This design comes from an exercise in tuning for small area, a short achievable clock period and few clock cycles per item on the open sky130 flow, not from production work.

==> inputs of run a <==
Design yuv2rgb_top, start of the top module:
module yuv2rgb_top #(
	parameter int img_width = 320,
	parameter int img_height = 240
) (
	input logic CLOCK_50_I,
	input logic Resetn,
	input logic start,
	input logic [15:0] read_data,
	output logic [15:0] write_data,
	output logic [17:0] address,
	output logic write_en_n,
	output logic done
);
clock: 11.0 ns
lec_check: 0
cap_margin: 20
core_margin: 2
core_utilization: 40
slew_margin: 20
run.sh (not shown) runs the stock make flow with config.mk's settings and CLKGATE_MAP_FILE= SYNTH_SCRIPT=/design/flow/synth_recipe.tcl, a recipe that flattens the netlist after the stock synthesis.
==> inputs of run b, as changes to run a <==
--- a/flow/design.v
+++ b/flow/design.v
@@ -81,31 +81,35 @@
 			4'd1, 4'd4: address <= {2'd0, ycnt};
 			4'd7, 4'd8: address <= c_addr;
 			default: address <= {1'b1, rgb};
 		endcase
 	end
-	logic [7:0] cw [0:11];
-	logic [7:0] us, vs;
+	logic [7:0] uw [0:6];
+	logic [7:0] vw [0:6];
+	logic fir_v;
 	logic l_lo;
 	logic cl_l0, cl_l1, cl_r7, cl_r8, cl_r9;
 	always_ff @(posedge CLOCK_50_I) begin
-		if ((ph == 4'd0) || (ph == 4'd1) || (ph == 4'd5) || (ph == 4'd6)) begin
-			for (int k = 0; k < 11; k++) begin
-				cw[k] <= cw[k + 1];
+		if ((ph == 4'd0) || (ph == 4'd5)) begin
+			for (int k = 0; k < 5; k++) begin
+				uw[k] <= uw[k + 1];
+			end
+			uw[5] <= (ph == 4'd0) ? read_data[15:8] : uw[6];
+			if (ph == 4'd0) begin
+				uw[6] <= read_data[7:0];
 			end
-			case (ph)
-				4'd5: cw[11] <= us;
-				4'd6: cw[11] <= vs;
-				default: cw[11] <= read_data[15:8];
-			endcase
-		end
-		if (ph == 4'd0) begin
-			us <= read_data[7:0];
 		end
-		if (ph == 4'd1) begin
-			vs <= read_data[7:0];
+		if ((ph == 4'd1) || (ph == 4'd6)) begin
+			for (int k = 0; k < 5; k++) begin
+				vw[k] <= vw[k + 1];
+			end
+			vw[5] <= (ph == 4'd1) ? read_data[15:8] : vw[6];
+			if (ph == 4'd1) begin
+				vw[6] <= read_data[7:0];
+			end
 		end
+		fir_v <= (ph == 4'd0) || (ph == 4'd5);
 		l_lo <= (ph == 4'd1) || (ph == 4'd6);
 		if (ph == 4'd9) begin
 			cl_l0 <= (col == 7'd0);
 			cl_l1 <= 1'b0;
 			cl_r7 <= 1'b0;
@@ -123,16 +127,16 @@
 	logic [7:0] e0, e1, e2, e3, e4, e5;
 	logic [7:0] t0, t1, t3, t4, t5;
 	logic [8:0] tap_a, tap_b, tap_c;
 	logic [16:0] f_ra, f_rb, f_sum;
 	logic [8:0] fir_out;
-	assign e0 = cw[0];
-	assign e1 = cw[2];
-	assign e2 = cw[4];
-	assign e3 = cw[6];
-	assign e4 = cw[8];
-	assign e5 = cw[10];
+	assign e0 = fir_v ? vw[0] : uw[0];
+	assign e1 = fir_v ? vw[1] : uw[1];
+	assign e2 = fir_v ? vw[2] : uw[2];
+	assign e3 = fir_v ? vw[3] : uw[3];
+	assign e4 = fir_v ? vw[4] : uw[4];
+	assign e5 = fir_v ? vw[5] : uw[5];
 	assign t0 = cl_l0 ? e2 : (cl_l1 ? e1 : e0);
 	assign t1 = cl_l0 ? e2 : e1;
 	assign t3 = cl_r9 ? e2 : e3;
 	assign t4 = cl_r9 ? e2 : (cl_r8 ? e3 : e4);
 	assign t5 = cl_r9 ? e2 : (cl_r8 ? e3 : (cl_r7 ? e4 : e5));
@@ -796,12 +800,12 @@
 		if ((ph == 4'd4) || (ph == 4'd7)) begin
 			yreg <= read_data;
 		end
 		l_reg <= l_ra + l_rb;
 		if ((ph == 4'd0) || (ph == 4'd5)) begin
-			pu <= {~cw[4][7], ~cw[4][7], cw[4][6:0]};
-			pv <= {~cw[5][7], ~cw[5][7], cw[5][6:0]};
+			pu <= {~uw[2][7], ~uw[2][7], uw[2][6:0]};
+			pv <= {~vw[2][7], ~vw[2][7], vw[2][6:0]};
 		end
 		if ((ph == 4'd1) || (ph == 4'd6)) begin
 			pu <= fir_out;
 		end
 		if ((ph == 4'd2) || (ph == 4'd7)) begin
==> qor summary <==
quantity                                                                run b         run a
Total met2 wirelength after detailed routing                         27.16 mm      23.34 mm
Number of instances in the synthesized netlist                          2,287         2,161
Starting DRC count in detailed routing                                    889           969
Final cycle utilization of the critical path                           0.4223        0.4270
Status                                       no timing/DRC/antenna violations  no timing/DRC/antenna violations
Die Outline Area                                                  0.06427 mm²   0.06137 mm²
Horizontal extent of the die                                         253.5 µm      247.7 µm
Data buffer area share                                                0.02384       0.02275
Beginning of the worst register-to-register path                         l_lo      tap_b[1]
Xor-xnor portion of the synthesized cell area                         0.03306       0.04091
Global routing usage on met1                                           0.2478        0.2427
Last weighted congestion value of the routability-driven placer        0.8971        0.8485
Total detailed-routing wirelength                                    58.25 mm      51.19 mm
Adder and majority cell fraction of the synthesized area               0.2791        0.2920
Crit path max-delay cell type                                         dfxtp_1          fa_1
Post-route insts no fill                                                3,226         3,036
Layout multi-input combinational cell count                             1,471         1,342
Nonclk buf count                                                           69            63
Start point of the worst min-delay path                              vw[3][1]      cw[1][1]
No functional check of the RTL was part of any run of this note.

## port drivers added, routing unchanged
Ports are ideal in the flow. The routed layouts listed here were re-timed in OpenROAD.
Step 1: set_driving_cell puts a clkbuf_16 on CLOCK_50_I and a buf_2 on each other input, an assumption about the parent block.
Step 2, shift: input delay + t, output delay - t, t = (earliest + latest rising clock arrival at the registers) / 2. This alone moves slack from input paths to output paths.
Three values: no drivers, after step 1, after step 2; two values: the first two.
run	shift t [ns]	setup slack, ns	worst setup path at the end	clock arrival spread, ns	pins driven straight from the clock port
run a	0.625	6.303 / 6.303 / 6.303	register to register	0.032 / 0.032	1
run b	0.632	6.354 / 6.354 / 6.354	register to register	0.028 / 0.028	1
After both steps every run listed still meets setup and hold.
